Source: an optimization exercise on an open RTL-to-GDS flow (aim: small area, a short achievable clock period and few clock cycles per item). Production flows keep margins and buffers that such runs may drop.
At most, simulation tests tie the RTL to the original design; equivalence was not proved.
No functional check of the RTL was part of runs 1 and 2.

==> design.v <==
module enigma_top (
  input  logic         clk,
  input  logic         reset_n,
  input  logic         set,
  input  logic         en,
  input  logic         valid,
  input  logic         dec,
  input  logic [7:0]   din,
  input  logic [31:0]  first_offset,
  input  logic [31:0]  second_offset,
  input  logic [31:0]  third_offset,
  input  logic [31:0]  first_delay,
  input  logic [31:0]  second_delay,
  input  logic [31:0]  third_delay,
  input  logic [207:0] first_idx_in,
  input  logic [207:0] second_idx_in,
  input  logic [207:0] third_idx_in,
  input  logic [207:0] reflector_idx_in,
  output logic [7:0]   dout,
  output logic         done
);
  typedef logic [129:0] tbl_t;
  function automatic logic [4:0] mod26(input logic [31:0] v);
    logic [8:0] t;
    logic [6:0] u;
    logic [3:0] r;
    t = 9'd130 + 9'(v[6:1]) + 9'(v[18:13]) + 9'(v[30:25])
        - 9'(v[12:7]) - 9'(v[24:19]) - 9'(v[31]);
    u = 7'd13 + 7'(t[5:0]) - 7'(t[8:6]);
    r = 4'(u % 7'd13);
    mod26 = {r, v[0]};
  endfunction
  function automatic logic [4:0] turn(input logic [4:0] a, input logic [4:0] b);
    logic [4:0] d;
    d = (a >= b) ? 5'(a - b) : 5'(a + 5'd26 - b);
    turn = (d > 5'd13) ? 5'(d - 5'd26) : d;
  endfunction
  function automatic logic [4:0] inc_r(input logic [4:0] a);   
    inc_r = (a == 5'd26) ? 5'd1 : 5'(a + 5'd1);
  endfunction
  function automatic logic [4:0] dec_r(input logic [4:0] a);   
    dec_r = (a == 5'd1) ? 5'd26 : 5'(a - 5'd1);
  endfunction
  function automatic logic [4:0] rd(input tbl_t t, input logic [4:0] a, input int sh);
    logic [159:0] e;
    for (int i = 0; i < 32; i++) e[5*i +: 5] = t[5*((i + sh + 26) % 26) +: 5];
    rd = e[5*a +: 5];
  endfunction
  function automatic logic [4:0] srch(input tbl_t t, input logic [4:0] v);
    logic [4:0] r;
    r = '0;
    for (int j = 0; j < 26; j++)
      if (t[5*j +: 5] == v) r = r | ((j == 0) ? 5'd26 : 5'(j));
    srch = r;
  endfunction
  function automatic tbl_t rot(input tbl_t t, input logic up);
    tbl_t r;
    for (int i = 0; i < 26; i++)
      r[5*i +: 5] = up ? t[5*((i + 1) % 26) +: 5] : t[5*((i + 25) % 26) +: 5];
    rot = r;
  endfunction
  function automatic tbl_t rot_r(input tbl_t t, input logic up);
    tbl_t r;
    for (int i = 0; i < 26; i++)
      r[5*i +: 5] = up ? dec_r(t[5*((i + 1) % 26) +: 5]) : inc_r(t[5*((i + 25) % 26) +: 5]);
    rot_r = r;
  endfunction
  function automatic tbl_t load(input logic [207:0] v);
    tbl_t r;
    for (int i = 0; i < 26; i++) r[5*i +: 5] = v[8*((i + 25) % 26) +: 5];
    load = r;
  endfunction
  logic        busy_q, wait_q, done_q, init_q;
  logic [7:0]  dout_q;
  logic [7:0]  din_q;
  logic        letter_q, dec_q;
  logic [4:0]  mid_q;
  logic [4:0]  p1_q, p2_q, p3_q;           
  logic [4:0]  pend_q [4];                 
  logic [31:0] n1_q, n2_q, n3_q;           
  logic [31:0] d1_q, d2_q, d3_q;           
  tbl_t        s1_q, s2_q, s3_q, sr_q;
  logic z1, z2, z3;    
  logic t1, t2, t3;    
  assign z1 = (n1_q == 32'd1);
  assign z2 = (n2_q == 32'd1);
  assign z3 = (n3_q == 32'd1);
  assign t1 = (n1_q == d1_q);
  assign t2 = (n2_q == d2_q);
  assign t3 = (n3_q == d3_q);
  logic aligned;
  assign aligned = !init_q && (pend_q[0] == '0) && (pend_q[1] == '0) &&
                   (pend_q[2] == '0) && (pend_q[3] == '0);
  logic letter_in, accept, go_in, go_wait, finish, step, undo;
  assign letter_in = (din >= 8'd65) && (din <= 8'd90);
  assign accept  = !busy_q && !wait_q && valid && en;
  assign go_in   = accept && aligned;
  assign go_wait = wait_q && aligned;
  assign finish  = busy_q;
  assign undo    = accept && dec && letter_in;
  assign step    = finish && letter_q && !dec_q;
  logic [3:0] st_turn, un_turn;
  assign st_turn = {t1 && t2 && t3, t1 && t2 && !t3, t1 && !t2, t1};
  assign un_turn = {z1 && z2 && z3, z1 && z2 && !z3, z1 && !z2, z1};
  logic [4:0] a0, v1, v2, v3, r4, m3, m2, m1;
  logic       u1, u2, u3;
  assign a0 = wait_q ? din_q[4:0] : din[4:0];
  assign u1 = !wait_q && dec && un_turn[0];
  assign u2 = !wait_q && dec && un_turn[1];
  assign u3 = !wait_q && dec && un_turn[2];
  assign v1 = u1 ? rd(s1_q, a0, -1) : rd(s1_q, a0, 0);
  assign v2 = u2 ? rd(s2_q, v1, 1)  : rd(s2_q, v1, 0);
  assign v3 = u3 ? rd(s3_q, v2, 1)  : rd(s3_q, v2, 0);
  assign r4 = rd(sr_q, mid_q, 0);
  assign m3 = srch(s3_q, r4);
  assign m2 = srch(s2_q, m3);
  assign m1 = srch(s1_q, m2);
  function automatic logic [31:0] cnt_next(input logic [31:0] n, input logic [31:0] d,
                                           input logic up, input logic dn,
                                           input logic top, input logic bot);
    if (up) cnt_next = top ? 32'd1 : n + 32'd1;
    else if (dn) cnt_next = bot ? d : n - 32'd1;
    else cnt_next = n;
  endfunction
  logic [4:0] pend_base [4];
  logic [4:0] pend_d [4];
  always_comb begin
    if (init_q) begin
      pend_base[0] = turn(p1_q, 5'd0);
      pend_base[1] = turn(p2_q, p1_q);
      pend_base[2] = turn(p3_q, p2_q);
      pend_base[3] = turn(5'd0, p3_q);
    end else begin
      for (int k = 0; k < 4; k++)
        pend_base[k] = (pend_q[k] == '0) ? '0 :
                       pend_q[k][4] ? 5'(pend_q[k] + 5'd1) : 5'(pend_q[k] - 5'd1);
    end
    for (int k = 0; k < 4; k++) pend_d[k] = pend_base[k];
    if (undo && !aligned) begin
      if (un_turn[0]) pend_d[0] = 5'(pend_base[0] - 5'd1);
      for (int k = 1; k < 4; k++)
        if (un_turn[k]) pend_d[k] = 5'(pend_base[k] + 5'd1);
    end
  end
  logic [3:0] tn, tn_up;
  always_comb begin
    for (int k = 0; k < 4; k++) begin
      tn[k] = 1'b0;
      tn_up[k] = 1'b0;
      if (!init_q && pend_q[k] != '0) begin
        tn[k] = 1'b1;
        tn_up[k] = !pend_q[k][4];
      end
    end
    if (aligned && undo) begin
      tn = un_turn;
      tn_up = {un_turn[3:1], 1'b0};
    end else if (step) begin
      tn = st_turn;
      tn_up = {3'b000, st_turn[0]};
    end
  end
  always_ff @(posedge clk) begin
    if (!wait_q) begin
      din_q    <= din;
      letter_q <= letter_in;
      dec_q    <= dec;
    end
    mid_q <= v3;
    if (reset_n) begin
      busy_q <= 1'b0;
      wait_q <= 1'b0;
      done_q <= 1'b0;
      init_q <= 1'b0;
      dout_q <= '0;
      for (int k = 0; k < 4; k++) pend_q[k] <= '0;
    end else if (set) begin
      busy_q <= 1'b0;
      wait_q <= 1'b0;
      done_q <= 1'b0;
      init_q <= 1'b1;
      for (int k = 0; k < 4; k++) pend_q[k] <= '0;
      p1_q <= mod26(first_offset);
      p2_q <= mod26(second_offset);
      p3_q <= mod26(third_offset);
      n1_q <= 32'd1;  n2_q <= 32'd1;  n3_q <= 32'd1;
      d1_q <= {first_delay[31:1],  first_delay[0]  | (first_delay  == 32'd0)};
      d2_q <= {second_delay[31:1], second_delay[0] | (second_delay == 32'd0)};
      d3_q <= {third_delay[31:1],  third_delay[0]  | (third_delay  == 32'd0)};
      s1_q <= load(first_idx_in);
      s2_q <= load(second_idx_in);
      s3_q <= load(third_idx_in);
      sr_q <= load(reflector_idx_in);
    end else begin
      busy_q <= go_in || go_wait;
      wait_q <= (wait_q && !aligned) || (accept && !aligned);
      done_q <= finish;
      init_q <= 1'b0;
      for (int k = 0; k < 4; k++) pend_q[k] <= pend_d[k];
      if (finish) dout_q <= letter_q ? {3'b010, m1} : din_q;
      if (tn[0]) s1_q <= rot(s1_q, tn_up[0]);
      if (tn[1]) s2_q <= rot(s2_q, tn_up[1]);
      if (tn[2]) s3_q <= rot(s3_q, tn_up[2]);
      if (tn[3]) sr_q <= rot_r(sr_q, tn_up[3]);
      if (undo) begin
        n1_q <= cnt_next(n1_q, d1_q, 1'b0, 1'b1, t1, z1);
        n2_q <= cnt_next(n2_q, d2_q, 1'b0, z1, t2, z2);
        n3_q <= cnt_next(n3_q, d3_q, 1'b0, z1 && z2, t3, z3);
      end else if (step) begin
        n1_q <= cnt_next(n1_q, d1_q, 1'b1, 1'b0, t1, z1);
        n2_q <= cnt_next(n2_q, d2_q, t1, 1'b0, t2, z2);
        n3_q <= cnt_next(n3_q, d3_q, t1 && t2, 1'b0, t3, z3);
      end
    end
  end
  assign dout = dout_q;
  assign done = done_q;
endmodule
==> run.sh <==
#!/bin/bash
# synth_recipe.tcl (not shown) runs the flow's synth.tcl, then flattens the netlist and writes it again
# the make line also repeats each setting of config.mk as NAME=value (left out here)
make -C /OpenROAD-flow-scripts/flow DESIGN_CONFIG=/design/flow/config.mk WORK_HOME=/design/flow/orfs CLKGATE_MAP_FILE= SYNTH_SCRIPT=/design/flow/synth_recipe.tcl finish
==> config.mk <==
export PLATFORM = sky130hd
export DESIGN_NAME = enigma_top
export DESIGN_NICKNAME = enigma_top
export VERILOG_FILES = /design/flow/design.v
export SDC_FILE = /design/flow/constraint.sdc
export NUM_CORES = 4
export LEC_CHECK = 0
export CAP_MARGIN = 20
export CORE_MARGIN = 2
export CORE_UTILIZATION = 40
export SLEW_MARGIN = 20
==> constraint.sdc <==
create_clock -name core_clock -period 21.0 [get_ports {clk}]
set_input_delay 4.2000 -clock core_clock [delete_from_list [all_inputs] [get_ports {clk}]]
set_output_delay 4.2000 -clock core_clock [all_outputs]
set_load 0.01 [all_outputs]
==> results of run 1 <==
==> metrics by stage <==
| stage | cells | setup slack (ps) |
|---|---|---|
| after detailed placement | 9808 | 8790 |
| after global routing | 9980 | 8910 |
| after global placement | 9808 | 8850 |
| after floorplan | 7378 | 8320 |
| after CTS | 9978 | 9520 |
| final | 9994 | 9310 |
==> worst max-delay path by stage <==
stage / startpoint / endpoint / slack [ps] / depth (start not counted)
5_1_grt: first_offset[2] / p1_q[3]$_DFFE_PP_ / 8910 / 32
3_3_place_gp: din[0] / mid_q[4]$_DFF_P_ / 8850 / 22
4_1_cts: first_offset[2] / p1_q[3]$_DFFE_PP_ / 9520 / 32
2_1_floorplan: dec / s2_q[0]$_DFFE_PP_ / 8320 / 9
6_report: din[0] / mid_q[4]$_DFF_P_ / 9310 / 20
3_5_place_dp: first_offset[2] / p1_q[3]$_DFFE_PP_ / 8790 / 32
==> cells in the final DEF (no fill, tap or decap), drive strengths merged, types with 92 or more instances in the layout <==
cell	count
buf	98
clkdlybuf4s50	733
mux2i	464
ha	239
o211ai	92
xor2	222
nand4	105
nor3	142
nand3	243
o21ai	660
nor4	104
nor2	469
a21oi	379
a211oi	126
clkbuf	113
xnor2	556
nand2	770
edfxtp	737
inv	375
==> worst max-delay path, cell delays in order <==
cell	delay, ps
clkdlybuf4s50_1	650
mux2_2	760
nor2_1	270
nand3_1	500
o221ai_1	230
a21o_1	180
o311ai_0	820
o211ai_1	450
a21oi_1	610
nand3_1	150
o22a_1	220
a21oi_1	260
a21oi_4	100
nand3_2	100
buf_4	520
nand2_2	730
o21ai_0	520
o22ai_1	120
a2111oi_0	540
o311ai_1	260
==> cells in the mapped netlist (91+ instances only) <==
cell      number  area (um^2)
a211oi_1     124          931
a21oi_1      376         1880
xor2_1       222         1940
nor3_1       140          701
nand3_1      241         1210
nand2_1      767         2880
o211ai_1      91          683
nor4_1       102          638
clkbuf_1     396         1490
xnor2_1      556         4870
inv_1        367         1380
edfxtp_1     737        22100
mux2i_1      464         4640
nand4_1      104          651
ha_1         239         2990
o21ai_0      644         3220
nor2_1       464         1740
==> per-layer routing <==
metal | global-route usage, % | part of all wire [%] | vias up
li1 | - | - | 27600
met2 | 44.9 | 44 | 2927
met5 | 0 | 0.15 | -
met3 | 6.40 | 9.4 | 507
met1 | 38.8 | 42 | 29200
met4 | 11.5 | 4.4 | 58
==> flip-flops by register name, indices dropped and copies added (netlist names), 130 cells and up <==
register and cells:
s3_q 130, s2_q 130, s1_q 130, sr_q 130
==> cells by family (layout without fill, tap and decap cells) <==
| group | count (synthesis) | count (layout) |
|---|---|---|
| and+or+nand+nor | 2137 | 2137 |
| xor gates and xnor gates | 778 | 778 |
| buffers and inverters | 944 | 1370 |
| other | 0 | 15 |
| AOI/OAI and AO/OA | 1925 | 1925 |
| adders and majority gates | 311 | 311 |
| DFF | 774 | 774 |
| muxes | 509 | 509 |
==> cell type report <==
cell class | instances | area [um^2]
fillers | 15600 | 85600
inverters | 369 | 1390
clock inverters | 57 | 498
repair buffers | 831 | 8120
well taps | 2175 | 2720
diodes | 15 | 37.5
clock buffers | 113 | 2440
multi-input cells | 5660 | 39100
flip-flops and latches | 774 | 22900
==> metrics.md, run 1 <==
| Metric | Value |
|---|---|
| Crit path launch type | `input pin` |
| DRT antenna net count | `0` |
| Slew headroom | `23.9%` |
| Global-route wire length before repair | `373 mm` |
| PostCTS Resize Cnt | `0` |
| CTS Buf Count | `93` |
| DRC | `0` |
| First DRT Iteration DRCs | `6957` |
| Cts hold-fix bufs | `0` |
| Final hold viol count | `0` |
| Skew final | `38.7 ps` |
| Fin Setup TNS | `0 ps` |
| Max Cap Viol | `0` |
| Critical path data required time | `21540 ps` |
| Synth Net Count | `8722` |
| Chip Height | `409 um` |
| Critical Path AT | `12230 ps` |
| Primary FF master, synth | `edfxtp_1` |
| Via Count | `60300` |
| Worst setup EP type | `flip-flop` |
| Crit path kind | `in -> reg` |
| Placer congestion estimate | `0.981` |
| Worst Reg-to-Reg Cells | `23` |
| CTS tree | `built` |
| Final Cycle Share | `55.7%` |
| Simple-gate area share of the yosys netlist | `15.3%` |
| DRT Wirelength | `252 mm` |
| Clk sinks | `774` |
| Fin. max-slew vios | `0` |
| Slew @ Worst Pin | `1140 ps` |
| Fin util | `47.4%` |
| Die extent in x | `409 um` |
| CTS Buffer Depth | `3` |
| Area share of fa/ha/maj cells after synthesis | `6.68%` |
| First-pass DRT Iterations | `6` |
| Design area | `77200 um^2` |
| DR vias/cell | `6.04` |
| Total I/O pin count | `1047` |
| DPL Wire Length | `186 mm` |
| Count of cell types in the netlist | `108` |
| Layout cell share with drive strength beyond 1 | `4.78%` |
| RSZ-0062 raised after global routing | `no` |
| Postcts setup bufs | `0` |
| HP Class | `reg -> reg` |
| Largest family of logic cells by synthesized area | `compound AO/OA/AOI/OAI gates` |
| Initial antenna violation count | `49` |
| Compound-Gate Fraction of Synth Area | `18.7%` |
| Hold Slack | `468 ps` |
| Ys Warns | `4` |
| EDFF count, synth | `737` |
| Grt total ovfl | `0` |
| CTS H-Tree Depth | `3` |
| Largest net degree at the start of global routing | `206` |
| Clock Pin Slew Worst Setup and Hold Paths | `60 ps` |
| Initial core utilization | `40.3%` |
| Worst-Skew Late Latency | `730 ps` |
| Crit path max fanout | `54` |
| Setup-failing EPs final | `0` |
| Reg2reg setup slack | `12170 ps` |
| Mux cell area share after synthesis | `8.20%` |
| Vias in the first global route | `57800` |
| WL/cell | `25.2 um` |
| Cell count after synthesis | `7378` |
| Syn Area/Cell | `8.89 um^2` |
| Final net count | `9073` |
| Gr usage total | `28.9%` |
| Max Fclk | `0.0856 GHz` |
| Row count | `148` |
| Worst reg2reg path endpoint | `mid_q[4]$_DFF_P_` |
| Die area | `167000 um^2` |
| Hold Path End | `dout_q[5]$_SDFFE_PP0P_` |
| Fin crit period | `11690 ps` |
| Outcome | `timing/DRC/antenna clean` |
| Root Driver | `clkbuf_16` |
| I/O Buffers | `734` |
| Synth Area in XOR/XNOR | `10.4%` |
| Async set-reset flop share out of synthesis | `0%` |
| Hold path start | `dout_q[5]$_SDFFE_PP0P_` |
| Synth-to-layout area growth | `17.7%` |
| Core area | `163000 um^2` |
| DP Area | `74200 um^2` |
| Synth Cell Area | `65600 um^2` |
| Number of synthesized register bits | `774` |
| Reg-to-Reg Start | `n1_q[7]$_SDFFCE_PP0P_` |
| Register area share after synthesis | `34.9%` |
| Hold path depth | `2` |
==> inputs of run 2 (changes only) <==
--- a/design.v
+++ b/design.v
@@ -20,15 +20,20 @@
   output logic         done
 );
   typedef logic [129:0] tbl_t;
-  function automatic logic [4:0] mod26(input logic [31:0] v);
+  function automatic logic [9:0] fold26(input logic [31:0] v);
+    logic [7:0] pa, pb;
     logic [8:0] t;
+    pa = 8'(v[6:1]) + 8'(v[18:13]) + 8'(v[30:25]);
+    pb = 8'(v[12:7]) + 8'(v[24:19]) + 8'(v[31]);
+    t = 9'(pa) + 9'd130 - 9'(pb);
+    fold26 = {t, v[0]};
+  endfunction
+  function automatic logic [4:0] red26(input logic [9:0] f);
     logic [6:0] u;
     logic [3:0] r;
-    t = 9'd130 + 9'(v[6:1]) + 9'(v[18:13]) + 9'(v[30:25])
-        - 9'(v[12:7]) - 9'(v[24:19]) - 9'(v[31]);
-    u = 7'd13 + 7'(t[5:0]) - 7'(t[8:6]);
+    u = 7'd13 + 7'(f[6:1]) - 7'(f[9:7]);
     r = 4'(u % 7'd13);
-    mod26 = {r, v[0]};
+    red26 = {r, f[0]};
   endfunction
   function automatic logic [4:0] turn(input logic [4:0] a, input logic [4:0] b);
     logic [4:0] d;
@@ -41,10 +46,19 @@
   function automatic logic [4:0] dec_r(input logic [4:0] a);   
     dec_r = (a == 5'd1) ? 5'd26 : 5'(a - 5'd1);
   endfunction
-  function automatic logic [4:0] rd(input tbl_t t, input logic [4:0] a, input int sh);
-    logic [159:0] e;
-    for (int i = 0; i < 32; i++) e[5*i +: 5] = t[5*((i + sh + 26) % 26) +: 5];
-    rd = e[5*a +: 5];
+  function automatic logic [25:0] dcd(input logic [4:0] a);
+    logic [25:0] h;
+    for (int j = 0; j < 26; j++) h[j] = (a == 5'(j)) || (j == 0 && a == 5'd26);
+    dcd = h;
+  endfunction
+  function automatic logic [4:0] sel(input tbl_t t, input logic [25:0] h);
+    logic [4:0] r;
+    r = '0;
+    for (int j = 0; j < 26; j++) r = r | (t[5*j +: 5] & {5{h[j]}});
+    sel = r;
+  endfunction
+  function automatic logic [25:0] hrot(input logic [25:0] h, input logic up);
+    hrot = up ? {h[0], h[25:1]} : {h[24:0], h[25]};
   endfunction
   function automatic logic [4:0] srch(input tbl_t t, input logic [4:0] v);
     logic [4:0] r;
@@ -75,7 +89,7 @@
   logic [7:0]  din_q;
   logic        letter_q, dec_q;
   logic [4:0]  mid_q;
-  logic [4:0]  p1_q, p2_q, p3_q;           
+  logic [9:0]  f1_q, f2_q, f3_q;           
   logic [4:0]  pend_q [4];                 
   logic [31:0] n1_q, n2_q, n3_q;           
   logic [31:0] d1_q, d2_q, d3_q;           
@@ -108,28 +122,44 @@
   assign u1 = !wait_q && dec && un_turn[0];
   assign u2 = !wait_q && dec && un_turn[1];
   assign u3 = !wait_q && dec && un_turn[2];
-  assign v1 = u1 ? rd(s1_q, a0, -1) : rd(s1_q, a0, 0);
-  assign v2 = u2 ? rd(s2_q, v1, 1)  : rd(s2_q, v1, 0);
-  assign v3 = u3 ? rd(s3_q, v2, 1)  : rd(s3_q, v2, 0);
-  assign r4 = rd(sr_q, mid_q, 0);
+  logic [25:0] h1, h2, h3;
+  assign h1 = dcd(a0);
+  assign v1 = sel(s1_q, u1 ? hrot(h1, 1'b1) : h1);
+  assign h2 = dcd(v1);
+  assign v2 = sel(s2_q, u2 ? hrot(h2, 1'b0) : h2);
+  assign h3 = dcd(v2);
+  assign v3 = sel(s3_q, u3 ? hrot(h3, 1'b0) : h3);
+  assign r4 = sel(sr_q, dcd(mid_q));
   assign m3 = srch(s3_q, r4);
   assign m2 = srch(s2_q, m3);
   assign m1 = srch(s1_q, m2);
-  function automatic logic [31:0] cnt_next(input logic [31:0] n, input logic [31:0] d,
-                                           input logic up, input logic dn,
-                                           input logic top, input logic bot);
-    if (up) cnt_next = top ? 32'd1 : n + 32'd1;
-    else if (dn) cnt_next = bot ? d : n - 32'd1;
-    else cnt_next = n;
-  endfunction
+  logic [2:0] lvl;       
+  logic [31:0] cx, cy;
+  always_comb begin
+    if (busy_q) lvl = {t1 && t2 && !t3, t1 && !t2, !t1};
+    else        lvl = {z1 && z2 && !z3, z1 && !z2, !z1};
+    cx = lvl[0] ? n1_q : lvl[1] ? n2_q : n3_q;
+    begin
+      logic c;
+      c = 1'b1;
+      for (int i = 0; i < 32; i++) begin
+        cy[i] = cx[i] ^ c;
+        c = c & (cx[i] ^ !busy_q);
+      end
+    end
+  end
+  logic [4:0] p1, p2, p3;
+  assign p1 = red26(f1_q);
+  assign p2 = red26(f2_q);
+  assign p3 = red26(f3_q);
   logic [4:0] pend_base [4];
   logic [4:0] pend_d [4];
   always_comb begin
     if (init_q) begin
-      pend_base[0] = turn(p1_q, 5'd0);
-      pend_base[1] = turn(p2_q, p1_q);
-      pend_base[2] = turn(p3_q, p2_q);
-      pend_base[3] = turn(5'd0, p3_q);
+      pend_base[0] = turn(p1, 5'd0);
+      pend_base[1] = turn(p2, p1);
+      pend_base[2] = turn(p3, p2);
+      pend_base[3] = turn(5'd0, p3);
     end else begin
       for (int k = 0; k < 4; k++)
         pend_base[k] = (pend_q[k] == '0) ? '0 :
@@ -180,9 +210,9 @@
       done_q <= 1'b0;
       init_q <= 1'b1;
       for (int k = 0; k < 4; k++) pend_q[k] <= '0;
-      p1_q <= mod26(first_offset);
-      p2_q <= mod26(second_offset);
-      p3_q <= mod26(third_offset);
+      f1_q <= fold26(first_offset);
+      f2_q <= fold26(second_offset);
+      f3_q <= fold26(third_offset);
       n1_q <= 32'd1;  n2_q <= 32'd1;  n3_q <= 32'd1;
       d1_q <= {first_delay[31:1],  first_delay[0]  | (first_delay  == 32'd0)};
       d2_q <= {second_delay[31:1], second_delay[0] | (second_delay == 32'd0)};
@@ -202,14 +232,10 @@
       if (tn[1]) s2_q <= rot(s2_q, tn_up[1]);
       if (tn[2]) s3_q <= rot(s3_q, tn_up[2]);
       if (tn[3]) sr_q <= rot_r(sr_q, tn_up[3]);
-      if (undo) begin
-        n1_q <= cnt_next(n1_q, d1_q, 1'b0, 1'b1, t1, z1);
-        n2_q <= cnt_next(n2_q, d2_q, 1'b0, z1, t2, z2);
-        n3_q <= cnt_next(n3_q, d3_q, 1'b0, z1 && z2, t3, z3);
-      end else if (step) begin
-        n1_q <= cnt_next(n1_q, d1_q, 1'b1, 1'b0, t1, z1);
-        n2_q <= cnt_next(n2_q, d2_q, t1, 1'b0, t2, z2);
-        n3_q <= cnt_next(n3_q, d3_q, t1 && t2, 1'b0, t3, z3);
+      if (undo || step) begin
+        n1_q <= lvl[0] ? cy : (busy_q ? 32'd1 : d1_q);
+        if (!lvl[0]) n2_q <= lvl[1] ? cy : (busy_q ? 32'd1 : d2_q);
+        if (!lvl[0] && !lvl[1]) n3_q <= lvl[2] ? cy : (busy_q ? 32'd1 : d3_q);
       end
     end
   end
==> run 2 against run 1 <==
Core utilization up 0.98 points. Non-clock buffer count decreased by 14. Synthesized area down 6.5%. Final cell count down 8.5%. Via count down 8.5%. Fmax decreased by 7.8%. Sequential cell count is 15 higher. Highest routed layer unchanged.
==> metrics.md, run 2 <==
| Metric | Value |
|---|---|
| Outcome | `timing/DRC/antenna clean (unchanged)` |
| Largest net degree at the start of global routing | `218 (was 206)` |
| Synth-to-layout area growth | `20.0% (was 17.7%)` |
| DRC | `0 (unchanged)` |
| DPL Wire Length | `192 mm (was 186 mm)` |
| Top cells by count, synth | `758 x o21ai_0, 752 x edfxtp_1, 664 x nand2_1 (was 767 x nand2_1, 737 x edfxtp_1, 644 x o21ai_0)` |
| Cell count after synthesis | `6526 (was 7378)` |
| Grt total ovfl | `0 (unchanged)` |
| Most frequent cells in the layout | `758 x o21ai_0, 752 x edfxtp_1, 733 x clkdlybuf4s50_1 (was 767 x nand2_1, 737 x edfxtp_1, 733 x clkdlybuf4s50_1)` |
| Number of synthesized register bits | `789 (was 774)` |
| Clk sinks | `789 (was 774)` |
| Vias in the first global route | `52300 (was 57800)` |
| EDFF count, synth | `752 (was 737)` |
| Max Fclk | `0.0788 GHz (was 0.0856 GHz)` |
| Postcts setup bufs | `0 (unchanged)` |
| DRT Wirelength | `250 mm (was 252 mm)` |
| CTS Buf Count | `95 (was 93)` |
| PostCTS Resize Cnt | `0 (unchanged)` |
| Worst setup EP type | `flip-flop (unchanged)` |
| DR vias/cell | `6.04 (about the same)` |
| Final net count | `8361 (was 9073)` |
| Die extent in x | `396 um (was 409 um)` |
| Critical path data required time | `21590 ps (was 21540 ps)` |
| I/O Buffers | `734 (unchanged)` |
| Crit path max fanout | `18 (was 54)` |
| Primary FF master, synth | `edfxtp_1 (unchanged)` |
| First-pass DRT Iterations | `8 (was 6)` |
| Ranking of synthesized cells by area | `edfxtp_1 37%, mux2i_1 7.9%, o21ai_0 6.2% (was edfxtp_1 34%, xnor2_1 7.4%, mux2i_1 7.1%)` |
| Commonest non-fill, non-tap cell in the layout | `o21ai_0 (was nand2_1)` |
| Root Driver | `clkbuf_16 (unchanged)` |
| Slew @ Worst Pin | `1130 ps (was 1140 ps)` |
| Row count | `143 (was 148)` |
| CTS tree | `built (unchanged)` |
| Synth Cell Area | `61300 um^2 (was 65600 um^2)` |
| Syn Area/Cell | `9.40 um^2 (was 8.89 um^2)` |
| Max Cap Viol | `0 (unchanged)` |
| Final hold viol count | `0 (unchanged)` |
| Synth top area share | `36.8% (was 33.7%)` |
| Fin Setup TNS | `0 ps (unchanged)` |
| Final Cycle Share | `60.4% (was 55.7%)` |
| Synth Net Count | `7864 (was 8722)` |
| Crit path launch type | `input pin (unchanged)` |
| CTS Buffer Depth | `3 (unchanged)` |
| Crit path kind | `in -> reg (unchanged)` |
| Most frequent cell after synthesis | `o21ai_0 (was nand2_1)` |
| Setup-failing EPs final | `0 (unchanged)` |
| Ys Warns | `4 (unchanged)` |
| Cts hold-fix bufs | `0 (unchanged)` |
| Worst-Skew Late Latency | `760 ps (was 730 ps)` |
| Critical Path AT | `13280 ps (was 12230 ps)` |
| First DRT Iteration DRCs | `6677 (was 6957)` |
| Skew final | `58.2 ps (was 38.7 ps)` |
| Initial antenna violation count | `28 (was 49)` |
| Pre-CTS WS | `8010 ps (was 8790 ps)` |
| Layout cell share with drive strength beyond 1 | `5.04% (was 4.78%)` |
| Fin. max-slew vios | `0 (unchanged)` |
| CTS H-Tree Depth | `3 (unchanged)` |
| Slew headroom | `24.4% (was 23.9%)` |
| Register area share after synthesis | `38.0% (was 34.9%)` |
| Chip Height | `396 um (was 409 um)` |
| Setup WS post-layout | `8320 ps (was 9310 ps)` |
| Total I/O pin count | `1047 (unchanged)` |
| Fin crit period | `12680 ps (was 11690 ps)` |
| Die area | `156000 um^2 (was 167000 um^2)` |
| HP Class | `reg -> reg (unchanged)` |
| Via Count | `55200 (was 60300)` |
| Core area | `152000 um^2 (was 163000 um^2)` |
| DRT antenna net count | `0 (unchanged)` |
| RSZ-0062 raised after global routing | `no (unchanged)` |
| Gr usage total | `30.7% (was 28.9%)` |
| WL/cell | `27.4 um (was 25.2 um)` |
| Placer congestion estimate | `1.02 (was 0.981)` |
| Clock Pin Slew Worst Setup and Hold Paths | `60 ps (about the same)` |
| Initial core utilization | `40.3% (about the same)` |
| Count of cell types in the netlist | `97 (was 108)` |
| Async set-reset flop share out of synthesis | `0% (unchanged)` |
| Post-synth top area cell | `edfxtp_1 (unchanged)` |
| Global-route wire length before repair | `360 mm (was 373 mm)` |
==> run 2: cell types whose count changed after synthesis, moves of 63 or more <==
cell	delta
clkbuf_1	-112
xor2_1	+63
nand3_1	-77
a211oi_1	-81
xnor2_1	-180
nand2_1	-103
nor2_1	-201
a22o_1	+66
o21ai_0	+114
a21oi_1	-141
==> run 2: path summary, 6_finish.rpt <==
path                          startpoint                     end  depth (start not counted)  slack [ps]
setup / recovery                     dec        mid_q[3]$_DFF_P_                         23        8320
hold / removal    dout_q[2]$_SDFFE_PP0P_  dout_q[2]$_SDFFE_PP0P_                          2         470
setup reg to reg       wait_q$_SDFF_PP0_        mid_q[3]$_DFF_P_                         22       11260
hold reg to reg   dout_q[2]$_SDFFE_PP0P_  dout_q[2]$_SDFFE_PP0P_                          2         470
==> run 2: layout make-up <==
| type | count | area [um^2] |
|---|---|---|
| fill | 14300 | 78500 |
| multi-input combinational | 4980 | 35100 |
| sequential | 789 | 23300 |
| timing repair buffer | 817 | 8030 |
| tap | 2030 | 2540 |
| clock buffer | 115 | 2490 |
| inverter | 340 | 1280 |
| clock inverter | 62 | 803 |
| antenna | 7 | 17.5 |
==> run 2: cell families after synthesis <==
| group | synth area share, % |
|---|---|
| AOI/OAI and AO/OA | 17.3 |
| xor gates and xnor gates | 9.44 |
| adders and majority gates | 7.01 |
| buffers and inverters | 5.11 |
| DFF | 38.0 |
| muxes | 9.04 |
| and+or+nand+nor | 14.0 |
==> run 2: routing by layer <==
layer	up-vias	share of wire, %	GRT usage (%)
met3	337	8.7	5.45
met1	27200	44	43.9
met4	26	2.9	8.35
li1	25000	-	-
met2	2660	45	47.7
met5	-	0.071	0
==> run 2: critical path: stages <==
cell and delay, ps:
clkdlybuf4s50_1 500, nor2b_2 750, buf_4 380, a31oi_1 200
o21ai_0 560, nand4_1 150, nor4_1 920, a21oi_1 430
mux2_1 630, buf_4 290, nand3_1 90, o21ai_0 270
nor4_1 730, nand4_1 860, nor2b_1 490, nor2b_1 180
buf_4 220, nand2_1 80, o21ai_0 290, a22oi_1 460
nand4_1 180, a221oi_1 250, nand3_1 130
==> run 2: metrics by stage <==
step	cells	hold WS (ps)	area (um^2)	util [%]
after floorplan	6526	474	61300	-
after global placement	8955	450	70300	46.2
after detailed placement	8955	464	70300	46.2
after CTS	9132	472	73600	48.4
after global routing	9133	498	73600	48.4
final	9140	473	73600	48.4
==> inputs of run 3 (changes only) <==
--- a/design.v
+++ b/design.v
@@ -84,7 +84,7 @@
     for (int i = 0; i < 26; i++) r[5*i +: 5] = v[8*((i + 25) % 26) +: 5];
     load = r;
   endfunction
-  logic        busy_q, wait_q, done_q, init_q;
+  logic        busy_q, wait_q, done_q, init1_q, init2_q;
   logic [7:0]  dout_q;
   logic [7:0]  din_q;
   logic        letter_q, dec_q;
@@ -103,7 +103,7 @@
   assign t2 = (n2_q == d2_q);
   assign t3 = (n3_q == d3_q);
   logic aligned;
-  assign aligned = !init_q && (pend_q[0] == '0) && (pend_q[1] == '0) &&
+  assign aligned = !init1_q && !init2_q && (pend_q[0] == '0) && (pend_q[1] == '0) &&
                    (pend_q[2] == '0) && (pend_q[3] == '0);
   logic letter_in, accept, go_in, go_wait, finish, step, undo;
   assign letter_in = (din >= 8'd65) && (din <= 8'd90);
@@ -116,15 +116,14 @@
   logic [3:0] st_turn, un_turn;
   assign st_turn = {t1 && t2 && t3, t1 && t2 && !t3, t1 && !t2, t1};
   assign un_turn = {z1 && z2 && z3, z1 && z2 && !z3, z1 && !z2, z1};
-  logic [4:0] a0, v1, v2, v3, r4, m3, m2, m1;
+  logic [4:0] v1, v2, v3, r4, m3, m2, m1;
   logic       u1, u2, u3;
-  assign a0 = wait_q ? din_q[4:0] : din[4:0];
   assign u1 = !wait_q && dec && un_turn[0];
   assign u2 = !wait_q && dec && un_turn[1];
   assign u3 = !wait_q && dec && un_turn[2];
   logic [25:0] h1, h2, h3;
-  assign h1 = dcd(a0);
-  assign v1 = sel(s1_q, u1 ? hrot(h1, 1'b1) : h1);
+  assign h1 = dcd(din[4:0]);
+  assign v1 = sel(s1_q, wait_q ? dcd(din_q[4:0]) : u1 ? hrot(h1, 1'b1) : h1);
   assign h2 = dcd(v1);
   assign v2 = sel(s2_q, u2 ? hrot(h2, 1'b0) : h2);
   assign h3 = dcd(v2);
@@ -149,17 +148,19 @@
     end
   end
   logic [4:0] p1, p2, p3;
-  assign p1 = red26(f1_q);
-  assign p2 = red26(f2_q);
-  assign p3 = red26(f3_q);
+  assign p1 = f1_q[4:0];
+  assign p2 = f2_q[4:0];
+  assign p3 = f3_q[4:0];
   logic [4:0] pend_base [4];
   logic [4:0] pend_d [4];
   always_comb begin
-    if (init_q) begin
-      pend_base[0] = turn(p1, 5'd0);
-      pend_base[1] = turn(p2, p1);
-      pend_base[2] = turn(p3, p2);
-      pend_base[3] = turn(5'd0, p3);
+    if (init1_q) begin
+      for (int k = 0; k < 4; k++) pend_base[k] = pend_q[k];
+    end else if (init2_q) begin
+      pend_base[0] = 5'(turn(p1, 5'd0) + pend_q[0]);
+      pend_base[1] = 5'(turn(p2, p1) + pend_q[1]);
+      pend_base[2] = 5'(turn(p3, p2) + pend_q[2]);
+      pend_base[3] = 5'(turn(5'd0, p3) + pend_q[3]);
     end else begin
       for (int k = 0; k < 4; k++)
         pend_base[k] = (pend_q[k] == '0) ? '0 :
@@ -177,7 +178,7 @@
     for (int k = 0; k < 4; k++) begin
       tn[k] = 1'b0;
       tn_up[k] = 1'b0;
-      if (!init_q && pend_q[k] != '0) begin
+      if (!init1_q && !init2_q && pend_q[k] != '0) begin
         tn[k] = 1'b1;
         tn_up[k] = !pend_q[k][4];
       end
@@ -201,14 +202,16 @@
       busy_q <= 1'b0;
       wait_q <= 1'b0;
       done_q <= 1'b0;
-      init_q <= 1'b0;
+      init1_q <= 1'b0;
+      init2_q <= 1'b0;
       dout_q <= '0;
       for (int k = 0; k < 4; k++) pend_q[k] <= '0;
     end else if (set) begin
       busy_q <= 1'b0;
       wait_q <= 1'b0;
       done_q <= 1'b0;
-      init_q <= 1'b1;
+      init1_q <= 1'b1;
+      init2_q <= 1'b0;
       for (int k = 0; k < 4; k++) pend_q[k] <= '0;
       f1_q <= fold26(first_offset);
       f2_q <= fold26(second_offset);
@@ -225,7 +228,13 @@
       busy_q <= go_in || go_wait;
       wait_q <= (wait_q && !aligned) || (accept && !aligned);
       done_q <= finish;
-      init_q <= 1'b0;
+      init1_q <= 1'b0;
+      init2_q <= init1_q;
+      if (init1_q) begin
+        f1_q[4:0] <= red26(f1_q);
+        f2_q[4:0] <= red26(f2_q);
+        f3_q[4:0] <= red26(f3_q);
+      end
       for (int k = 0; k < 4; k++) pend_q[k] <= pend_d[k];
       if (finish) dout_q <= letter_q ? {3'b010, m1} : din_q;
       if (tn[0]) s1_q <= rot(s1_q, tn_up[0]);
==> flow/run.sh (new file) <==
#!/bin/bash
# Standard layout, with plain buf_1 cells as the port buffers and a setup
# margin that makes repair_timing work on the paths that set the period.
set -euo pipefail
bash standard.sh \
  "BUFFER_PORTS_ARGS=-buffer_cell sky130_fd_sc_hd__buf_1" \
  SETUP_SLACK_MARGIN=14 \
  finish > standard_flow.log 2>&1
==> standard.sh (new file) <==
#!/bin/bash
# synth_recipe.tcl (not shown) runs the flow's synth.tcl, then flattens the netlist and writes it again
# the make line also repeats each setting of config.mk as NAME=value (left out here)
make -C /OpenROAD-flow-scripts/flow DESIGN_CONFIG=/design/flow/config.mk WORK_HOME=/design/flow/orfs CLKGATE_MAP_FILE= SYNTH_SCRIPT=/design/flow/synth_recipe.tcl "${@:-finish}"
removed: run.sh
==> run 3 against run 2 <==
Global-route usage fell by 0.97 points. Sequential cell count grew 1. Clock-buffer cell count is the same. First-iteration DRC count up 0.46%. Via count grew 3.7%. Fmax is 45% higher. Sequential share of layout area is 0.27 points higher. Synthesized area grew 1.7%. Highest routed layer unchanged. Worst setup slack improved by 4000 ps. Final cell count increased by 3.8%.
==> metrics.md, run 3 <==
| Metric | Value |
|---|---|
| Outcome | `timing/DRC/antenna clean (unchanged)` |
| Grt total ovfl | `0 (unchanged)` |
| First DRT Iteration DRCs | `6708 (was 6677)` |
| Die extent in x | `399 um (was 396 um)` |
| First-pass DRT Iterations | `6 (was 8)` |
| Worst setup EP type | `flip-flop (unchanged)` |
| Ranking of synthesized cells by area | `edfxtp_1 36%, mux2i_1 7.9%, o21ai_0 6.3% (was edfxtp_1 37%, mux2i_1 7.9%, o21ai_0 6.2%)` |
| Die area | `159000 um^2 (was 156000 um^2)` |
| Initial antenna violation count | `15 (was 28)` |
| Final hold viol count | `0 (unchanged)` |
| Worst-Skew Late Latency | `720 ps (was 760 ps)` |
| Synth top area share | `36.2% (was 36.8%)` |
| Max Fclk | `0.115 GHz (was 0.0788 GHz)` |
| Root Driver | `clkbuf_16 (unchanged)` |
| Initial core utilization | `40.4% (was 40.3%)` |
| DRT antenna net count | `0 (unchanged)` |
| Crit path kind | `in -> reg (unchanged)` |
| Fin crit period | `8720 ps (was 12680 ps)` |
| Cell count after synthesis | `6750 (was 6526)` |
| DRC | `0 (unchanged)` |
| Worst reg2reg path endpoint | `mid_q[3]$_DFF_P_ (unchanged)` |
| Synth Net Count | `8108 (was 7864)` |
| Hold path depth | `1 (was 2)` |
| Skew final | `22.8 ps (was 58.2 ps)` |
| EDFF count, synth | `752 (unchanged)` |
| Final Cycle Share | `41.5% (was 60.4%)` |
| HP Class | `reg -> reg (unchanged)` |
| Async set-reset flop share out of synthesis | `0% (unchanged)` |
| Critical path data required time | `21570 ps (was 21590 ps)` |
| Worst Reg-to-Reg Cells | `21 (was 22)` |
| Top cells by count, synth | `782 x o21ai_0, 752 x edfxtp_1, 703 x nand2_1 (was 758 x o21ai_0, 752 x edfxtp_1, 664 x nand2_1)` |
| DPL Wire Length | `186 mm (was 192 mm)` |
| Kind of cell adding the most delay to the critical path | `compound AO/OA/AOI/OAI gates (was simple AND/OR/NAND/NOR gates)` |
| Hold path start | `dout_q[3]$_SDFFE_PP0P_ (was dout_q[2]$_SDFFE_PP0P_)` |
| CTS Buf Count | `97 (was 95)` |
| Hold Path End | `dout_q[3]$_SDFFE_PP0P_ (was dout_q[2]$_SDFFE_PP0P_)` |
| Placer congestion estimate | `1.03 (was 1.02)` |
| Buffers & Inverters on Critical Path | `7 (was 4)` |
| Gr usage total | `29.8% (was 30.7%)` |
| CP max stage delay | `360 ps (was 920 ps)` |
| Chip Height | `399 um (was 396 um)` |
| Clk sinks | `790 (was 789)` |
| Slew @ Worst Pin | `1100 ps (was 1130 ps)` |
| Count of cell types in the netlist | `102 (was 97)` |
| Fin. max-slew vios | `0 (unchanged)` |
| Most frequent cell after synthesis | `o21ai_0 (unchanged)` |
| Via Count | `57300 (was 55200)` |
| Primary FF master, synth | `edfxtp_1 (unchanged)` |
| Cts hold-fix bufs | `0 (unchanged)` |
| I/O Buffers | `734 (unchanged)` |
| Compound-Gate Fraction of Synth Area | `17.1% (was 17.3%)` |
| CTS Buffer Depth | `3 (unchanged)` |
| DR vias/cell | `6.04 (about the same)` |
| DP Area | `66800 um^2 (was 70300 um^2)` |
| WL/cell | `26.0 um (was 27.4 um)` |
| Reg-to-Reg Start | `n1_q[11]$_SDFFCE_PP0P_ (was wait_q$_SDFF_PP0_)` |
| Synth Area in XOR/XNOR | `9.21% (was 9.44%)` |
| CTS H-Tree Depth | `3 (unchanged)` |
| Vias in the first global route | `53600 (was 52300)` |
| Synth-to-layout area growth | `17.2% (was 20.0%)` |
| Clock Pin Slew Worst Setup and Hold Paths | `60 ps (about the same)` |
| Crit path launch type | `input pin (unchanged)` |
| Final net count | `8722 (was 8361)` |
| Most frequent cells in the layout | `752 x edfxtp_1, 738 x o21ai_0, 726 x buf_1 (was 758 x o21ai_0, 752 x edfxtp_1, 733 x clkdlybuf4s50_1)` |
| Crit path max fanout | `7 (was 18)` |
| Commonest non-fill, non-tap cell in the layout | `edfxtp_1 (was o21ai_0)` |
| Mux cell area share after synthesis | `8.64% (was 9.04%)` |
| RSZ-0062 raised after global routing | `yes (was no)` |
| Setup-failing EPs final | `0 (unchanged)` |
| Synth Cell Area | `62400 um^2 (was 61300 um^2)` |
| Max Cap Viol | `0 (unchanged)` |
| Reg2reg setup slack | `13960 ps (was 11260 ps)` |
| Core area | `154000 um^2 (was 152000 um^2)` |
| Register area share after synthesis | `37.4% (was 38.0%)` |
| Fin Setup TNS | `0 ps (unchanged)` |
| Slew headroom | `27.0% (was 24.4%)` |
| Simple-gate area share of the yosys netlist | `15.3% (was 14.0%)` |
| Design area | `73100 um^2 (was 73600 um^2)` |
| Largest family of logic cells by synthesized area | `compound AO/OA/AOI/OAI gates (unchanged)` |
| Layout cell share with drive strength beyond 1 | `9.54% (was 5.04%)` |
| Largest net degree at the start of global routing | `189 (was 218)` |
| Total I/O pin count | `1047 (unchanged)` |
| Critical Path AT | `9290 ps (was 13280 ps)` |
| Ys Warns | `4 (unchanged)` |
| Number of synthesized register bits | `790 (was 789)` |
| Global-route wire length before repair | `354 mm (was 360 mm)` |
| Slowest CP cell | `a21oi_2 (was nor4_1)` |
| Post-synth top area cell | `edfxtp_1 (unchanged)` |
| CTS tree | `built (unchanged)` |
| Area share of fa/ha/maj cells after synthesis | `7.32% (was 7.01%)` |
| Row count | `144 (was 143)` |
| Hold Slack | `458 ps (was 473 ps)` |
| DRT Wirelength | `247 mm (was 250 mm)` |
| Syn Area/Cell | `9.24 um^2 (was 9.40 um^2)` |
run 3: changes by cell type after synthesis, moves of 24 or more:
cell      previous run  this run
nand2_1            664       703
nand3_1            164       234
nor2_1             263       322
o21ai_0            758       782
o221ai_1            29         1
nor3_1              95       128
a21o_1              20        46
a21oi_1            235       280
run 3: how the worst max path moves through the flow:
stage / start / end / slack [ps] / cells past startpoint
final: din[0] / mid_q[1]$_DFF_P_ / 12280 / 25
after global routing: dec / mid_q[1]$_DFF_P_ / 12200 / 27
after CTS: din[0] / mid_q[2]$_DFF_P_ / 12360 / 24
after detailed placement: dec / mid_q[1]$_DFF_P_ / 8870 / 21
after global placement: dec / mid_q[1]$_DFF_P_ / 8720 / 21
after floorplan: din[1] / mid_q[3]$_DFF_P_ / 12470 / 23
run 3: cell type report:
type / count / area [um^2]
Antenna cell: 4 / 10.0
Clock inverter: 62 / 678
Timing Repair Buffer: 947 / 5110
Multi-Input combinational cell: 5202 / 37600
Sequential cell: 790 / 23300
Clock buffer: 115 / 2500
Fill cell: 14700 / 81300
Inverter: 326 / 1230
Tap cell: 2044 / 2560
run 3: kinds of logic after synthesis:
| logic type | after synthesis |
|---|---|
| buf+inv | 761 |
| mux | 533 |
| simple gates | 1947 |
| compound gates | 1740 |
| flops | 790 |
| xor+xnor | 656 |
| fa+ha+maj | 323 |
run 3: per-stage QoR:
step	util, %	instances	setup WS (ps)
after floorplan	-	6750	12470
after global placement	43.3	9174	8720
after detailed placement	43.3	9174	8870
after CTS	46.7	9445	12360
after global routing	47.3	9487	12200
final	47.3	9490	12280
run 3: repair_timing:
action,CTS,global route
pin swaps,81,68
setup buffers,88,37
cloned,6,2
setup endpoints to repair,636,537
resized for setup,279,140
run 3: routing by layer:
layer	global-route usage [%]	vias to the layer above	share of wire [%]	wire length, um
li1	-	25900	-	-
met1	42.1	28000	43	106000
met2	45.3	2843	44	108000
met3	4.09	463	8.5	21000
met4	13.0	4	5.0	12200
met5	0	-	0.0093	23
Testbench counts of run 3, summed over its fixed seeds: cycles 73,003, chars 31,512.
==> inputs of run 4 (changes only) <==
--- a/design.v
+++ b/design.v
@@ -88,7 +88,7 @@
   logic [7:0]  dout_q;
   logic [7:0]  din_q;
   logic        letter_q, dec_q;
-  logic [4:0]  mid_q;
+  logic [25:0] mid_q;                     
   logic [9:0]  f1_q, f2_q, f3_q;           
   logic [4:0]  pend_q [4];                 
   logic [31:0] n1_q, n2_q, n3_q;           
@@ -117,18 +117,17 @@
   assign st_turn = {t1 && t2 && t3, t1 && t2 && !t3, t1 && !t2, t1};
   assign un_turn = {z1 && z2 && z3, z1 && z2 && !z3, z1 && !z2, z1};
   logic [4:0] v1, v2, v3, r4, m3, m2, m1;
-  logic       u1, u2, u3;
+  logic       u1, u2;
   assign u1 = !wait_q && dec && un_turn[0];
   assign u2 = !wait_q && dec && un_turn[1];
-  assign u3 = !wait_q && dec && un_turn[2];
   logic [25:0] h1, h2, h3;
   assign h1 = dcd(din[4:0]);
   assign v1 = sel(s1_q, wait_q ? dcd(din_q[4:0]) : u1 ? hrot(h1, 1'b1) : h1);
   assign h2 = dcd(v1);
   assign v2 = sel(s2_q, u2 ? hrot(h2, 1'b0) : h2);
   assign h3 = dcd(v2);
-  assign v3 = sel(s3_q, u3 ? hrot(h3, 1'b0) : h3);
-  assign r4 = sel(sr_q, dcd(mid_q));
+  assign v3  = sel(s3_q, mid_q);
+  assign r4 = sel(sr_q, dcd(v3));
   assign m3 = srch(s3_q, r4);
   assign m2 = srch(s2_q, m3);
   assign m1 = srch(s1_q, m2);
@@ -151,21 +150,21 @@
   assign p1 = f1_q[4:0];
   assign p2 = f2_q[4:0];
   assign p3 = f3_q[4:0];
+  logic [4:0] pend_cur [4];
   logic [4:0] pend_base [4];
   logic [4:0] pend_d [4];
   always_comb begin
-    if (init1_q) begin
-      for (int k = 0; k < 4; k++) pend_base[k] = pend_q[k];
-    end else if (init2_q) begin
-      pend_base[0] = 5'(turn(p1, 5'd0) + pend_q[0]);
-      pend_base[1] = 5'(turn(p2, p1) + pend_q[1]);
-      pend_base[2] = 5'(turn(p3, p2) + pend_q[2]);
-      pend_base[3] = 5'(turn(5'd0, p3) + pend_q[3]);
+    if (init2_q) begin
+      pend_cur[0] = 5'(turn(p1, 5'd0) + pend_q[0]);
+      pend_cur[1] = 5'(turn(p2, p1) + pend_q[1]);
+      pend_cur[2] = 5'(turn(p3, p2) + pend_q[2]);
+      pend_cur[3] = 5'(turn(5'd0, p3) + pend_q[3]);
     end else begin
-      for (int k = 0; k < 4; k++)
-        pend_base[k] = (pend_q[k] == '0) ? '0 :
-                       pend_q[k][4] ? 5'(pend_q[k] + 5'd1) : 5'(pend_q[k] - 5'd1);
-    end
+      for (int k = 0; k < 4; k++) pend_cur[k] = pend_q[k];
+    end
+    for (int k = 0; k < 4; k++)
+      pend_base[k] = (init1_q || pend_cur[k] == '0) ? pend_cur[k] :
+                     pend_cur[k][4] ? 5'(pend_cur[k] + 5'd1) : 5'(pend_cur[k] - 5'd1);
     for (int k = 0; k < 4; k++) pend_d[k] = pend_base[k];
     if (undo && !aligned) begin
       if (un_turn[0]) pend_d[0] = 5'(pend_base[0] - 5'd1);
@@ -178,9 +177,9 @@
     for (int k = 0; k < 4; k++) begin
       tn[k] = 1'b0;
       tn_up[k] = 1'b0;
-      if (!init1_q && !init2_q && pend_q[k] != '0) begin
+      if (!init1_q && pend_cur[k] != '0) begin
         tn[k] = 1'b1;
-        tn_up[k] = !pend_q[k][4];
+        tn_up[k] = !pend_cur[k][4];
       end
     end
     if (aligned && undo) begin
@@ -197,7 +196,7 @@
       letter_q <= letter_in;
       dec_q    <= dec;
     end
-    mid_q <= v3;
+    mid_q <= h3;
     if (reset_n) begin
       busy_q <= 1'b0;
       wait_q <= 1'b0;
--- a/config.mk
+++ b/config.mk
@@ -8,4 +8,5 @@
 export CAP_MARGIN = 20
 export CORE_MARGIN = 2
 export CORE_UTILIZATION = 40
+export CTS_BUF_LIST = sky130_fd_sc_hd__clkbuf_4 sky130_fd_sc_hd__clkbuf_8
 export SLEW_MARGIN = 20
==> run 4 against run 3 <==
Still clean on timing, DRC and antenna. Register-to-register slack worse by 670 ps. Hold slack got worse by 1.5 ps. Core utilization rose by 2.0 points. Final cell count up 0.87%. Critical path depth down 2. Routed wire length rose by 4.8%. Via count grew 1.1%. Sequential share of layout area down 0.25 points. Clock skew is 67 ps higher.
==> metrics.md, run 4 <==
| Metric | Value |
|---|---|
| Vias in the first global route | `54800 (was 53600)` |
| Synth top area share | `36.8% (was 36.2%)` |
| Critical path data required time | `21810 ps (was 21570 ps)` |
| Die extent in x | `395 um (was 399 um)` |
| CTS Buffer Depth | `3 (unchanged)` |
| Pre-CTS WS | `10700 ps (was 8870 ps)` |
| Largest net degree at the start of global routing | `219 (was 189)` |
| Row count | `143 (was 144)` |
| Fin util | `49.3% (was 47.3%)` |
| Number of synthesized register bits | `811 (was 790)` |
| Critical Path Source | `dec (was din[0])` |
| Most frequent cell after synthesis | `edfxtp_1 (was o21ai_0)` |
| First DRT Iteration DRCs | `7006 (was 6708)` |
| Final hold viol count | `0 (unchanged)` |
| Fin crit period | `7920 ps (was 8720 ps)` |
| Slew headroom | `28.8% (was 27.0%)` |
| Synth Cell Area | `61300 um^2 (was 62400 um^2)` |
| Clock Pin Slew Worst Setup and Hold Paths | `60 ps (about the same)` |
| Global-route wire length before repair | `366 mm (was 354 mm)` |
| Gr usage total | `31.2% (was 29.8%)` |
| Clk sinks | `811 (was 790)` |
| CTS tree | `built (unchanged)` |
| Post-synth top area cell | `edfxtp_1 (unchanged)` |
| Outcome | `timing/DRC/antenna clean (unchanged)` |
| Grt total ovfl | `0 (unchanged)` |
| Commonest non-fill, non-tap cell in the layout | `edfxtp_1 (unchanged)` |
| Final Cycle Share | `37.7% (was 41.5%)` |
| Crit path max fanout | `6 (was 7)` |
| Synth Net Count | `7896 (was 8108)` |
| Most frequent cells in the layout | `752 x edfxtp_1, 726 x buf_1, 717 x nand2_1 (was 752 x edfxtp_1, 738 x o21ai_0, 726 x buf_1)` |
| Final net count | `8778 (was 8722)` |
| CTS Buf Count | `154 (was 97)` |
| DRT Wirelength | `259 mm (was 247 mm)` |
| Die area | `156000 um^2 (was 159000 um^2)` |
| Setup WS post-layout | `13080 ps (was 12280 ps)` |
| Skew final | `89.5 ps (was 22.8 ps)` |
| Initial core utilization | `40.3% (was 40.4%)` |
| Layout fillers | `14400 (was 14700)` |
| EDFF count, synth | `752 (unchanged)` |
| Critical Path AT | `8730 ps (was 9290 ps)` |
| First-pass DRT Iterations | `7 (was 6)` |
| Count of cell types in the netlist | `94 (was 102)` |
| RSZ-0062 raised after global routing | `yes (unchanged)` |
| DR vias/cell | `6.05 (was 6.04)` |
| Ys Warns | `5 (was 4)` |
| Total I/O pin count | `1047 (unchanged)` |
| Setup-failing EPs final | `0 (unchanged)` |
| Primary FF master, synth | `edfxtp_1 (unchanged)` |
| Register area share after synthesis | `38.8% (was 37.4%)` |
| CTS H-Tree Depth | `4 (was 3)` |
| Reg-to-Reg Start | `s3_q[54]$_DFFE_PP_ (was n1_q[11]$_SDFFCE_PP0P_)` |
| Ranking of synthesized cells by area | `edfxtp_1 37%, mux2i_1 7.5%, xnor2_1 6.0% (was edfxtp_1 36%, mux2i_1 7.9%, o21ai_0 6.3%)` |
| Worst-Skew Late Latency | `940 ps (was 720 ps)` |
| WL/cell | `27.0 um (was 26.0 um)` |
| Crit path launch type | `input pin (unchanged)` |
| Layout cell share with drive strength beyond 1 | `14.1% (was 9.54%)` |
| DRC | `0 (unchanged)` |
| Max Fclk | `0.126 GHz (was 0.115 GHz)` |
| DRT antenna net count | `0 (unchanged)` |
| Syn Area/Cell | `9.37 um^2 (was 9.24 um^2)` |
| Async set-reset flop share out of synthesis | `0% (unchanged)` |
| Hold path start | `dout_q[7]$_SDFFE_PP0P_ (was dout_q[3]$_SDFFE_PP0P_)` |
| I/O Buffers | `734 (unchanged)` |
| Max Cap Viol | `0 (unchanged)` |
| Hold Slack | `456 ps (was 458 ps)` |
| Slew @ Worst Pin | `1060 ps (was 1100 ps)` |
| Cell count after synthesis | `6538 (was 6750)` |
| DPL Wire Length | `184 mm (was 186 mm)` |
| Placer congestion estimate | `0.979 (was 1.03)` |
| Chip Height | `395 um (was 399 um)` |
| Fin Setup TNS | `0 ps (unchanged)` |
| Worst setup EP type | `flip-flop (unchanged)` |
| Synth-to-layout area growth | `22.3% (was 17.2%)` |
| Crit path kind | `in -> reg (unchanged)` |
| Initial antenna violation count | `8 (was 15)` |
| HP Class | `reg -> reg (unchanged)` |
| Via Count | `57900 (was 57300)` |
| Core area | `152000 um^2 (was 154000 um^2)` |
| Fin. max-slew vios | `0 (unchanged)` |
| Top cells by count, synth | `752 x edfxtp_1, 731 x nand2_1, 723 x o21ai_0 (was 782 x o21ai_0, 752 x edfxtp_1, 703 x nand2_1)` |
| Root Driver | `clkbuf_8 (was clkbuf_16)` |
## run 4: cell count changes in the layout (fill, tap and decap cells not counted), moves of 37 or more
cell,before,now
xnor2_1,354,394
clkbuf_16,99,16
buf_4,144,268
a22oi_1,83,154
nand3_1,226,165
xor2_1,301,212
clkbuf_8,7,157
clkbuf_4,1,38
## run 4: cell families (layout without fill, tap and decap cells)
group,after synthesis,count (layout),share of synthesized area (%)
AO/OA/AOI/OAI,1743,1746,17.7
XOR/XNOR,641,641,9.20
adder cells (fa/ha/maj),323,323,7.45
buffers and inverters,724,1720,4.86
flip-flops,811,811,38.8
multiplexers,499,499,8.23
other,0,3,0
AND/OR/NAND/NOR,1797,1800,13.8
## run 4: per-stage QoR
step                instances  area (um^2)
floorplan                6538        61600
global placement         8990        65900
detailed placement       8990        65900
CTS                      9445        72900
global route             9572        74900
finish                   9573        74900
## run 4: critical path, cell delays in order
cell	delay [ps]
buf_12	110
and2_4	150
o21ai_2	140
o21ai_1	80
o31a_1	190
buf_12	170
a222oi_1	410
nand3_1	180
a221oi_2	250
nand4_1	190
a211oi_4	280
buf_12	160
o31a_1	220
nand2b_4	210
nor2_4	70
buf_4	170
a22oi_1	230
nand2_1	140
a2111oi_4	330
nand3_2	110
buf_6	160
or3_4	380
a211oi_2	160
## run 4: timing repair
item,CTS,global route
setup endpoints to repair,861,793
pin swaps,128,92
resized for setup,431,178
gates cloned,19,16
buffers inserted,160,109
hold buffers,0,0
## run 4: cell type report
type	count	area, um^2	area share [%]
inverter	336	1260	1.69
clock buffer	194	2440	3.25
multi-input combinational	5009	37500	50.0
tap	2030	2540	3.39
timing repair buffer	1108	6790	9.06
antenna	3	7.51	0.0100
clock inverter	82	667	0.890
sequential	811	23800	31.7
## run 4: worst paths after layout
check	to	slack (ps)	depth (start not counted)
worst max-delay path	mid_q[0]$_DFF_P_	13080	23
worst min-delay path	dout_q[7]$_SDFFE_PP0P_	460	2
worst max register to register	dout_q[1]$_SDFFE_PP0P_	13290	29
worst min register to register	dout_q[7]$_SDFFE_PP0P_	460	2
## run 4: routing by layer
layer	wire [um]	vias to the layer above	global-route usage [%]
li1	-	25900	-
met1	107000	28100	42.6
met2	115000	3270	48.7
met3	23800	661	5.70
met4	13200	8	13.0
met5	54	-	0
Testbench counts of run 4, summed over its fixed seeds: cycles 72,203, chars 31,512.
==> inputs of run 5 (changes only) <==
--- a/config.mk
+++ b/config.mk
@@ -8,5 +8,4 @@
 export CAP_MARGIN = 20
 export CORE_MARGIN = 2
 export CORE_UTILIZATION = 40
-export CTS_BUF_LIST = sky130_fd_sc_hd__clkbuf_4 sky130_fd_sc_hd__clkbuf_8
 export SLEW_MARGIN = 20
==> run 5 against run 4 <==
Fmax decreased by 2.1%. Routed wire length decreased by 0.59%. Worst setup slack got worse by 170 ps. Synthesized cell count unchanged. Still clean.
==> metrics.md, run 5 <==
| Metric | Value |
|---|---|
| Row count | `143 (unchanged)` |
| Register area | `23800 um^2 (about the same)` |
| Chip Height | `395 um (unchanged)` |
| Fin util | `49.0% (was 49.3%)` |
| Cts hold-fix bufs | `0 (unchanged)` |
| Critical Path AT | `8710 ps (was 8730 ps)` |
| Clock Pin Slew Worst Setup and Hold Paths | `60 ps (about the same)` |
| Final net count | `8723 (was 8778)` |
| Buffers & Inverters on Critical Path | `5 (unchanged)` |
| Multi-input logic area | `37200 um^2 (was 37500 um^2)` |
| Synth Net Count | `7896 (unchanged)` |
| Met3 Use GR | `5.43% (was 5.70%)` |
| Setup-failing EPs final | `0 (unchanged)` |
| Worst path most repeated cell | `nand2b_4 (was buf_12)` |
| Met1 Use GR | `42.7% (was 42.6%)` |
| Register area share after synthesis | `38.8% (unchanged)` |
| Number of synthesized register bits | `811 (unchanged)` |
| First DRT Iteration DRCs | `7120 (was 7006)` |
| Placer congestion estimate | `0.979 (unchanged)` |
| Worst-Skew Late Latency | `730 ps (was 940 ps)` |
| Skew final | `34.5 ps (was 89.5 ps)` |
| CP max stage delay | `450 ps (was 410 ps)` |
| Synth Cell Area | `61300 um^2 (unchanged)` |
| First-pass DRT Iterations | `6 (was 7)` |
| Commonest non-fill, non-tap cell in the layout | `edfxtp_1 (unchanged)` |
| Fin. max-slew vios | `0 (unchanged)` |
| Async set-reset flop share out of synthesis | `0% (unchanged)` |
| Top cells by count, synth | `752 x edfxtp_1, 731 x nand2_1, 723 x o21ai_0 (unchanged)` |
| RSZ-0062 raised after global routing | `yes (unchanged)` |
| Met2 usage | `48.7% (about the same)` |
| DP Area | `65900 um^2 (unchanged)` |
| Slowest CP cell | `a222oi_1 (unchanged)` |
| Layout cell share with drive strength beyond 1 | `12.6% (was 14.1%)` |
| CTS tree | `built (unchanged)` |
| Max Cap Viol | `0 (unchanged)` |
| Outcome | `timing/DRC/antenna clean (unchanged)` |
| Die area | `156000 um^2 (unchanged)` |
| Die extent in x | `395 um (unchanged)` |
| Vias in the first global route | `54400 (was 54800)` |
| Synth top area share | `36.8% (unchanged)` |
| Root Driver | `clkbuf_16 (was clkbuf_8)` |
| DPL Wire Length | `184 mm (unchanged)` |
| Initial core utilization | `40.3% (unchanged)` |
| Slew headroom | `30.4% (was 28.8%)` |
| Global-route wire length before repair | `366 mm (unchanged)` |
| Post-synth top area cell | `edfxtp_1 (unchanged)` |
| Fin Setup TNS | `0 ps (unchanged)` |
-- run 5: changes by cell type in the layout (fill, tap and decap cells not counted), moves of 5 or more --
cell	change
clkbuf_8	-152
clkbuf_4	-32
dfxtp_1	-5
xnor2_1	+7
buf_4	+6
clkbuf_16	+91
dfxtp_2	+5
clkinv_1	-22
clkinv_2	-14
xnor2_4	-9
clkbuf_1	+33
-- run 5: timing repair --
action,in CTS,in global routing
setup buffers,177,99
gates cloned,24,9
pin swaps,133,95
endpoints found under the setup margin,902,921
gates resized for setup,438,138
-- run 5: final cells by class --
type	count	share of cell area, %
multi-input combinational	5009	49.9
sequential	811	31.9
timing repair buffer	1113	9.11
clock buffer	137	3.53
tap	2030	3.41
inverter	336	1.70
clock inverter	36	0.417
antenna	4	0.0134
-- run 5: metrics by stage --
step	setup WS, ps	cells
after floorplan	12990	6538
after global placement	10610	8990
after detailed placement	10700	8990
after CTS	12980	9364
after global routing	12770	9472
final	12910	9476
-- run 5: worst reg2reg max path, delay by kind of cell, from the launching register on --
kind	cells	cell delay, ps
AO/OA/AOI/OAI	8	1720
XOR/XNOR	2	310
buffers and inverters	5	1100
flip-flops	1	510
AND/OR/NAND/NOR	14	3960
-- run 5: per-layer routing --
layer	share of wire, %	vias up
li1	-	25700
met3	9.4	591
met1	41	27900
met2	44	3219
met4	4.8	6
met5	0.012	-
-- run 5: worst paths after layout --
path | end | slack, ps | start | cells past startpoint
setup / recovery | mid_q[20]$_DFF_P_ | 12910 | dec | 25
hold / removal | dout_q[7]$_SDFFE_PP0P_ | 460 | dout_q[7]$_SDFFE_PP0P_ | 2
setup reg to reg | dout_q[1]$_SDFFE_PP0P_ | 13240 | s3_q[121]$_DFFE_PP_ | 29
hold reg to reg | dout_q[7]$_SDFFE_PP0P_ | 460 | dout_q[7]$_SDFFE_PP0P_ | 2
-- run 5: cells by family (layout without fill, tap and decap cells) --
group           after synthesis  after routing  synth area share [%]
buf+inv                     724           1622                  4.86
fa+ha+maj                   323            323                  7.45
compound gates             1743           1746                  17.7
simple gates               1797           1800                  13.8
xor+xnor                    641            641                  9.20
mux                         499            499                  8.23
other cells                   0              4                     0
flops                       811            811                  38.8

[re-timing with driven ports]
The flow's constraints put no driver on any port. The routed layouts listed below were extracted and timed again, unchanged, in two steps.
Step 1: set_driving_cell puts a clkbuf_16 on clk and a buf_2 on each other input, an assumption about the parent block.
Step 2 times the ports against the registers' clock, not the clock port: input delays grow and output delays shrink by t, the midpoint of the rising clock arrivals with the driver on.
Three values: ideal, step 1, step 2; two values: the first two.
run	shift t [ns]	setup slack, ns	worst hold slack (ns)	worst setup path after step 2	worst register clock-pin slew, ns
run 1	0.793	9.313 / 9.346 / 8.552	0.468 / 0.468 / 0.468	input to register	0.07 / 0.07
run 2	0.821	8.317 / 8.249 / 7.429	0.473 / 0.473 / 0.473	input to register	0.07 / 0.07
run 3	0.778	12.276 / 12.162 / 11.384	0.458 / 0.458 / 0.458	input to register	0.07 / 0.07
run 4	0.979	13.085 / 13.062 / 12.083	0.456 / 0.456 / 0.456	input to register	0.07 / 0.07
run 5	0.789	12.915 / 12.860 / 12.071	0.463 / 0.463 / 0.463	input to register	0.07 / 0.07
After both steps every run listed still meets setup and hold. The setup slack of run 4, which loses most, moves by -0.023 ns with the drivers and by -1.002 ns with both steps.
